Background: an optimization exercise with open tools, aiming at small area and a short achievable clock period. Do not read the settings as production practice. Where RTL was checked, it was by simulation tests only, not by an equivalence proof against the original. Power figures rest on the tool's default switching activity, not on a simulated workload.

==> flow/design.v <==
`timescale 1ns/1ps
module inst_decoder (
    input  logic [31:0] inst,
    output logic [3:0]  sel,
    output logic [4:0]  alu_op,
    output logic [4:0]  rd,
    output logic [4:0]  rs1,
    output logic [4:0]  rs2
);
    logic [6:0] opcode;
    logic [2:0] f3;
    logic [6:0] f7;
    logic       is_r, is_i, is_ld, is_st;
    logic       f7_zero, f7_alt, f7_one;
    logic       alu_r, alu_i, mem_ok;
    assign opcode  = inst[6:0];
    assign f3      = inst[14:12];
    assign f7      = inst[31:25];
    assign is_r    = (opcode == 7'b0110011);
    assign is_i    = (opcode == 7'b0010011);
    assign is_ld   = (opcode == 7'b0000011);
    assign is_st   = (opcode == 7'b0100011);
    assign f7_zero = (f7 == 7'h00);
    assign f7_alt  = (f7 == 7'h20);
    assign f7_one  = (f7 == 7'h01);
    assign alu_r  = is_r && (f7_zero || (f7_alt && (f3 == 3'h0 || f3 == 3'h5)));
    assign alu_i  = is_i && ((f3 == 3'h1) ? f7_zero :
                             (f3 == 3'h5) ? (f7_zero || f7_alt) : 1'b1);
    assign mem_ok = (is_ld && f3 != 3'h3 && f3 != 3'h6 && f3 != 3'h7) ||
                    (is_st && !f3[2] && f3[1:0] != 2'h3);
    assign sel[0] = alu_r || alu_i;
    assign sel[1] = mem_ok;
    assign sel[2] = is_r && f7_one && !f3[2];
    assign sel[3] = is_r && f7_one && f3[2];
    always_comb begin
        case (f3)
            3'h0: alu_op[3:0] = {3'b000, inst[30] & inst[5]};
            3'h1: alu_op[3:0] = 4'd2;
            3'h2: alu_op[3:0] = 4'd3;
            3'h3: alu_op[3:0] = 4'd4;
            3'h4: alu_op[3:0] = 4'd5;
            3'h5: alu_op[3:0] = {3'b011, inst[30]};
            3'h6: alu_op[3:0] = 4'd8;
            default: alu_op[3:0] = 4'd9;
        endcase
        alu_op[4] = !inst[5];
    end
    assign rd  = (inst[4] || !inst[5]) ? inst[11:7] : 5'd0;
    assign rs1 = inst[19:15];
    assign rs2 = inst[5] ? inst[24:20] : 5'd0;
endmodule
`timescale 1ns/1ps
`timescale 1ns/1ps
`timescale 1ns/1ps
`timescale 1ns/1ps
module sb_top (
    input  logic        clk,
    input  logic        rst,
    input  logic        inst_valid,
    input  logic [31:0] inst,
    input  logic [3:0]  fu_done,      
    output logic        issue_ok,
    output logic [18:0] read,
    output logic [8:0]  wb
);
    localparam int N = 4;
    logic [3:0] sel;
    logic [4:0] alu_op;
    logic [4:0] rd, rs1, rs2;
    inst_decoder decoder_i (
        .inst   (inst),
        .sel    (sel),
        .alu_op (alu_op),
        .rd     (rd),
        .rs1    (rs1),
        .rs2    (rs2)
    );
    logic [N-1:0]      busy_q;
    logic [N-1:0]      done_q;
    logic [N-1:0]      took_q;       
    logic [N-1:0]      w1_q;         
    logic [N-1:0]      w2_q;
    logic [N-1:0][4:0] dst_q;
    logic [N-1:0][4:0] s1_q;
    logic [N-1:0][4:0] s2_q;
    logic [N-1:0][N-1:0] m1_q;       
    logic [N-1:0][N-1:0] m2_q;
    logic [4:0]        op_alu_q;
    logic [3:0]        op_mem_q;
    logic [1:0]        op_mul_q;
    logic [1:0]        op_div_q;
    logic [N-1:0] dnz, e1, e2, f1, f2, waw_hit;
    logic [N-1:0] rdy1, rdy2, rreq, rg, war, wreq, wg, wake1, wake2;
    logic         waw, w1_new, w2_new, rdnz;
    assign rdnz = |rd;
    always_comb begin
        for (int u = 0; u < N; u++) begin
            dnz[u]     = |dst_q[u];
            waw_hit[u] = busy_q[u] && dnz[u] && (dst_q[u] == rd);
            e1[u]      = dnz[u] && (dst_q[u] == rs1);
            e2[u]      = dnz[u] && (dst_q[u] == rs2);
            f1[u]      = rdnz && (s1_q[u] == rd);
            f2[u]      = rdnz && (s2_q[u] == rd);
            rdy1[u]    = busy_q[u] && !took_q[u] && !w1_q[u];
            rdy2[u]    = busy_q[u] && !took_q[u] && !w2_q[u];
            rreq[u]    = rdy1[u] && rdy2[u];
        end
    end
    assign waw      = |waw_hit;
    assign issue_ok = |(sel & ~busy_q) && !waw;
    always_comb begin
        for (int u = 0; u < N; u++) begin
            war[u] = 1'b0;
            for (int j = 0; j < N; j++) begin
                if (j != u) war[u] = war[u] || (rdy1[j] && m1_q[j][u]) || (rdy2[j] && m2_q[j][u]);
            end
            wreq[u] = busy_q[u] && done_q[u] && !war[u];
        end
    end
    assign rg[0] = rreq[0];
    assign rg[1] = rreq[1] && !rreq[0];
    assign rg[2] = rreq[2] && !rreq[1] && !rreq[0];
    assign rg[3] = rreq[3] && !rreq[2] && !rreq[1] && !rreq[0];
    assign wg[0] = wreq[0];
    assign wg[1] = wreq[1] && !wreq[0];
    assign wg[2] = wreq[2] && !wreq[1] && !wreq[0];
    assign wg[3] = wreq[3] && !wreq[2] && !wreq[1] && !wreq[0];
    always_comb begin
        for (int j = 0; j < N; j++) begin
            wake1[j] = 1'b0;
            wake2[j] = 1'b0;
            for (int u = 0; u < N; u++) begin
                if (u != j) begin
                    wake1[j] = wake1[j] || (wg[u] && m1_q[j][u]);
                    wake2[j] = wake2[j] || (wg[u] && m2_q[j][u]);
                end
            end
        end
    end
    assign w1_new = |(busy_q & e1 & ~wg);
    assign w2_new = |(busy_q & e2 & ~wg);
    always_ff @(posedge clk or posedge rst) begin
        if (rst) begin
            busy_q <= '0;
        end else begin
            for (int j = 0; j < N; j++) begin
                busy_q[j] <= busy_q[j] ? !wg[j] : (inst_valid && sel[j] && !waw);
            end
        end
    end
    always_ff @(posedge clk) begin
        for (int j = 0; j < N; j++) begin
            if (busy_q[j]) begin
                done_q[j] <= done_q[j] || fu_done[j];
                took_q[j] <= took_q[j] || rg[j];
                w1_q[j]   <= w1_q[j] && !wake1[j];
                w2_q[j]   <= w2_q[j] && !wake2[j];
                for (int u = 0; u < N; u++) begin
                    if (u != j && !busy_q[u]) begin
                        m1_q[j][u] <= f1[j];
                        m2_q[j][u] <= f2[j];
                    end
                end
            end else begin
                done_q[j] <= 1'b0;
                took_q[j] <= 1'b0;
                w1_q[j]   <= w1_new;
                w2_q[j]   <= w2_new;
                dst_q[j]  <= rd;
                s1_q[j]   <= rs1;
                s2_q[j]   <= rs2;
                for (int u = 0; u < N; u++) begin
                    if (u != j) begin
                        m1_q[j][u] <= e1[u];
                        m2_q[j][u] <= e2[u];
                    end
                end
            end
        end
        if (!busy_q[0]) op_alu_q <= alu_op;
        if (!busy_q[1]) op_mem_q <= {inst[14:12], inst[5]};
        if (!busy_q[2]) op_mul_q <= inst[13:12];
        if (!busy_q[3]) op_div_q <= inst[13:12];
    end
    always_comb begin
        read = '0;
        if (rg[0])      read = {1'b1, 3'd1, op_alu_q,         s1_q[0], s2_q[0]};
        else if (rg[1]) read = {1'b1, 3'd2, 1'b0, op_mem_q,   s1_q[1], s2_q[1]};
        else if (rg[2]) read = {1'b1, 3'd3, 3'b000, op_mul_q, s1_q[2], s2_q[2]};
        else if (rg[3]) read = {1'b1, 3'd4, 3'b000, op_div_q, s1_q[3], s2_q[3]};
    end
    always_comb begin
        wb = '0;
        if (wg[0])      wb = {1'b1, 3'd1, dst_q[0]};
        else if (wg[1]) wb = {1'b1, 3'd2, dst_q[1]};
        else if (wg[2]) wb = {1'b1, 3'd3, dst_q[2]};
        else if (wg[3]) wb = {1'b1, 3'd4, dst_q[3]};
    end
endmodule
export LEC_CHECK = 0
export CAP_MARGIN = 20
export CORE_MARGIN = 2
export CORE_UTILIZATION = 40
export SETUP_SLACK_MARGIN = 2.0
export SLEW_MARGIN = 20
create_clock -name core_clock -period 5.5 [get_ports {clk}]
run.sh (not shown) runs the stock make flow with config.mk's settings and CLKGATE_MAP_FILE= SYNTH_SCRIPT=/design/flow/synth_recipe.tcl, a recipe that flattens the netlist after the stock synthesis.
Edit:
ABC_AREA = 1   (was unset)
Effect: Utilization drops by 0.21 points; flip-flop and latch count does not change; cell area drops by a few percent; wire length climbs by a few percent.
Edit:
ABC_AREA = unset   (was 1)
SETUP_SLACK_MARGIN = 1.0   (was 2.0)
Worst setup slack degrades by 0.60 ns.
Wire length decreases by 9.2%.
Clock power increases by about 4%.
Register-to-register slack is worse by 0.83 ns.
Sequential share of layout area went up by 2.1 points.
Final cell count shrinks by 17%.
Edit:
SETUP_SLACK_MARGIN = unset   (was 1.0)
=> Cell count drops by 0.72%; first-iteration DRC count climbs by 11%; sequential share of layout area climbs by 0.40 points; synthesized cell count does not change; total power hardly moves; combinational power hardly moves.
No run of this note included a check of the RTL's function; only the layout flow was run.

Starts from the design.v that is shown in full above.
make LEC_CHECK=0 CAP_MARGIN=20 CORE_MARGIN=2 CORE_UTILIZATION=60 CTS_BUF_LIST='sky130_fd_sc_hd__clkbuf_4 sky130_fd_sc_hd__clkbuf_8' CTS_CLUSTER_DIAMETER=100 CTS_CLUSTER_SIZE=40 SETUP_SLACK_MARGIN=2.0 SLEW_MARGIN=20 finish   # period 5.5 ns
Change:
Settings changed: CORE_UTILIZATION 60 to 40, CTS_BUF_LIST sky130_fd_sc_hd__clkbuf_4 sky130_fd_sc_hd__clkbuf_8 to unset, CTS_CLUSTER_DIAMETER 100 to unset, CTS_CLUSTER_SIZE 40 to unset, SETUP_SLACK_MARGIN 2.0 to 3.0.
Outcome: Design area climbs by 11%. Clock skew hardly moves. Clock-buffer cell count drops by 2. Fmax climbs by 4.5%. Total power climbs by 14%. Sequential share of layout area drops by 3.6 points. Cell count climbs by 13%. Critical path depth drops by 3.
Change:
Settings changed: SETUP_SLACK_MARGIN 3.0 to 2.5.
Result: The changed run finished with timing, DRC and antenna clean. Power came out lower by 5.3%. Clock power came out lower by about 4%. Clock-buffer cell count came out lower by 1. Routed wire length came out lower by about 3.7%. Worst setup slack degrades by 98 ps. Cell area came out lower by about 5%. Synthesized area does not change.
No run of this note included a check of the RTL's function; only the layout flow was run.

sb_top, a different RTL version from the one above (not shown whole).
Size: roughly 560 cells after synthesis, ~120 flip-flops, ~6300 sq um of cells after synthesis.
clock: 5.5 ns
lec_check: 0
cap_margin: 20
core_margin: 2
core_utilization: 40
setup_slack_margin: 2.0
slew_margin: 20
tns_end_percent: 30
standard.sh (not shown) runs the stock make flow with config.mk's settings and CLKGATE_MAP_FILE= SYNTH_SCRIPT=/design/flow/synth_recipe.tcl, a recipe that flattens the netlist after the stock synthesis.
==> flow/flow/run.sh <==
#!/bin/bash
# The standard layout (standard.sh, unchanged synthesis and steps), except that
# the port buffers are plain buffers (buf_2) instead of the delay cells that
# buffer_ports picks by default; the resizer still sizes them as timing needs.
set -euo pipefail
export BUFFER_PORTS_ARGS="-buffer_cell sky130_fd_sc_hd__buf_2"
bash standard.sh BUFFER_PORTS_ARGS="$BUFFER_PORTS_ARGS" finish > standard.log 2>&1
==> next run, changes <==
==> flow/flow/run.sh (replaced) <==
#!/bin/bash
# The standard layout (standard.sh, unchanged synthesis and steps), except that
# the port buffers are plain buffers (buf_2) instead of the delay cells that
# buffer_ports picks by default, and the clock tree is built from larger sink
# clusters with smaller buffers.
set -euo pipefail
export BUFFER_PORTS_ARGS="-buffer_cell sky130_fd_sc_hd__buf_2"
export CTS_ARGS="-sink_clustering_enable -repair_clock_nets -tree_buf sky130_fd_sc_hd__clkbuf_4 -buf_list {sky130_fd_sc_hd__clkbuf_4} -root_buf sky130_fd_sc_hd__clkbuf_8 -sink_clustering_buffer sky130_fd_sc_hd__clkbuf_4"
bash standard.sh BUFFER_PORTS_ARGS="$BUFFER_PORTS_ARGS" CTS_ARGS="$CTS_ARGS" finish > standard.log 2>&1
Settings changed: TNS_END_PERCENT 30 to not set.
Effect: The new run completed with no timing, DRC or antenna violations; first-iteration DRC count is lower by a few percent; worst hold slack improved by 12 ps; clock power is lower by well over a third; critical path depth is unchanged; worst setup slack improved by 30 ps; register-to-register slack barely changes; final area is lower by a few percent.
==> next run, changes <==
--- a/flow/flow/run.sh
+++ b/flow/flow/run.sh
@@ -7,3 +7,3 @@
 export BUFFER_PORTS_ARGS="-buffer_cell sky130_fd_sc_hd__buf_2"
-export CTS_ARGS="-sink_clustering_enable -repair_clock_nets -tree_buf sky130_fd_sc_hd__clkbuf_4 -buf_list {sky130_fd_sc_hd__clkbuf_4} -root_buf sky130_fd_sc_hd__clkbuf_8 -sink_clustering_buffer sky130_fd_sc_hd__clkbuf_4"
+export CTS_ARGS="-sink_clustering_enable -repair_clock_nets -sink_clustering_size 80 -sink_clustering_max_diameter 300 -sink_clustering_buffer sky130_fd_sc_hd__clkbuf_8 -buf_list {sky130_fd_sc_hd__clkbuf_8 sky130_fd_sc_hd__clkbuf_16} -root_buf sky130_fd_sc_hd__clkbuf_16"
 bash standard.sh BUFFER_PORTS_ARGS="$BUFFER_PORTS_ARGS" CTS_ARGS="$CTS_ARGS" finish > standard.log 2>&1
=>
- clock-buffer cell count falls by 1
- design area came out higher by a few percent
- routed wire length increases slightly
- utilization rose by 1.9 points
==> next run, changes <==
==> flow/flow/run.sh (replaced) <==
#!/bin/bash
# The standard layout (standard.sh, unchanged synthesis and steps), except that
# the port buffers are plain buffers (buf_2) instead of the delay cells that
# buffer_ports picks by default; the resizer still sizes them as timing needs.
set -euo pipefail
export BUFFER_PORTS_ARGS="-buffer_cell sky130_fd_sc_hd__buf_2"
bash standard.sh BUFFER_PORTS_ARGS="$BUFFER_PORTS_ARGS" finish > standard.log 2>&1
Settings changed: SETUP_SLACK_MARGIN 2.0 to 1.5.
Global-route usage drops by 0.95 points.
Clock-buffer cell count climbs by 6.
Via count drops by a few percent.
Fmax drops by roughly a tenth.
Die area does not change.
Setup slack degrades by 390 ps.
Total power drops by a few percent.
Design area drops by a few percent.
==> next run, changes <==
==> flow/run.sh (new file) <==
#!/bin/bash
# synth_recipe.tcl (not shown) runs the flow's synth.tcl, then flattens the netlist and writes it again
# the make line also repeats each setting of config.mk as NAME=value (left out here)
make -C /OpenROAD-flow-scripts/flow DESIGN_CONFIG=/design/flow/config.mk WORK_HOME=/design/flow/orfs CLKGATE_MAP_FILE= SYNTH_SCRIPT=/design/flow/synth_recipe.tcl finish
Settings changed: SETUP_SLACK_MARGIN 1.5 to 2.0.
removed: flow/flow/run.sh
removed: flow/standard.sh
What happened: Routed wire length came out higher by about 11%. Power came out higher by 4.8%. Sequential share of layout area came out lower by 5.6 points. Register-to-register slack got worse by 640 ps. Utilization came out higher by 6.8 points. Via count came out higher by 7.3%. Global-route usage came out higher by 2.0 points. Hold slack improved by 7.2 ps. Combinational power came out higher by about 30%. Worst setup slack improved by 310 ps. First-iteration DRC count came out higher by about 28%.
==> next run, changes <==
==> flow/flow/run.sh (new file) <==
#!/bin/bash
# The standard layout (standard.sh, unchanged synthesis and steps), except that
# the port buffers are plain buffers (buf_2) instead of the delay cells that
# buffer_ports picks by default, and the clock tree is built from larger sink
# clusters with smaller buffers.
set -euo pipefail
export BUFFER_PORTS_ARGS="-buffer_cell sky130_fd_sc_hd__buf_2"
export CTS_ARGS="-sink_clustering_enable -repair_clock_nets -tree_buf sky130_fd_sc_hd__clkbuf_8 -buf_list {sky130_fd_sc_hd__clkbuf_8} -root_buf sky130_fd_sc_hd__clkbuf_16 -sink_clustering_buffer sky130_fd_sc_hd__clkbuf_8"
bash standard.sh BUFFER_PORTS_ARGS="$BUFFER_PORTS_ARGS" CTS_ARGS="$CTS_ARGS" finish > standard.log 2>&1
==> flow/standard.sh (new file) <==
#!/bin/bash
# synth_recipe.tcl (not shown) runs the flow's synth.tcl, then flattens the netlist and writes it again
# the make line also repeats each setting of config.mk as NAME=value (left out here)
make -C /OpenROAD-flow-scripts/flow DESIGN_CONFIG=/design/flow/config.mk WORK_HOME=/design/flow/orfs CLKGATE_MAP_FILE= SYNTH_SCRIPT=/design/flow/synth_recipe.tcl "${@:-finish}"
removed: flow/run.sh
After rerunning: Total power goes down by roughly a tenth. Utilization goes down by 5.4 points. Final area goes down by roughly a tenth. Clock-buffer cell count goes down by 3. Die area is unchanged. Routed wire length goes down by a few percent. Final cell count goes down by a few percent. Combinational power goes down by a few percent. Worst setup slack gets better by 85 ps. Fmax goes up by a few percent. Register-to-register slack gets better by 810 ps.

static timing again, ports no longer ideal:
The results above use ideal ports. As a check the final layouts listed here were re-extracted and re-timed, cells and wires unchanged.
Step 1 (the two cells are an assumption about what drives the block):
set clk [get_ports {clk}]
set_driving_cell -lib_cell sky130_fd_sc_hd__clkbuf_16 $clk
set_driving_cell -lib_cell sky130_fd_sc_hd__buf_2 [delete_from_list [all_inputs] $clk]
Step 2 moves the port delays by t, midway between the first and last clock arrival at a register: inputs arrive t later, outputs are due t later. That takes back most of the time a late clock gives input paths.
a / b / c = ideal / step 1 / step 2; a / b = the first two.
| run | t (ns) | setup WS [ns] | worst setup path after step 2 | clock arrival spread, ns |
|---|---|---|---|---|
| the first run of note 1 | 0.469 | 1.815 / 1.778 / 1.779 | input to output | 0.014 / 0.014 |
| the second run of note 1 | 0.460 | 1.810 / 1.788 / 1.788 | input to output | 0.008 / 0.008 |
| the third run of note 1 | 0.465 | 1.211 / 1.168 / 1.215 | input to output | 0.012 / 0.012 |
| the fourth run of note 1 | 0.469 | 0.692 / 0.666 / 0.666 | input to output | 0.012 / 0.012 |
| the first run of note 2 | 0.489 | 1.704 / 1.665 / 1.665 | input to output | 0.011 / 0.011 |
| the second run of note 2 | 0.462 | 1.866 / 1.824 / 1.832 | input to output | 0.014 / 0.014 |
| the third run of note 2 | 0.468 | 1.769 / 1.728 / 1.761 | input to output | 0.010 / 0.010 |
| the first run of note 3 | 0.463 | 1.952 / 1.909 / 1.955 | input to output | 0.018 / 0.019 |
| the second run of note 3 | 0.461 | 1.982 / 1.945 / 1.969 | input to output | 0.020 / 0.020 |
| the third run of note 3 | 0.463 | 1.998 / 1.956 / 1.983 | input to output | 0.016 / 0.015 |
| the fourth run of note 3 | 0.460 | 1.605 / 1.563 / 1.684 | input to output | 0.009 / 0.009 |
| the fifth run of note 3 | 0.467 | 1.920 / 1.880 / 1.896 | input to output | 0.007 / 0.008 |
| the sixth run of note 3 | 0.408 | 2.005 / 1.983 / 1.983 | input to output | 0.012 / 0.012 |
After both steps every run listed still meets setup and hold. The setup slack of the first run of note 2, which loses most, moves by -0.039 ns with the drivers and by -0.039 ns with both steps.
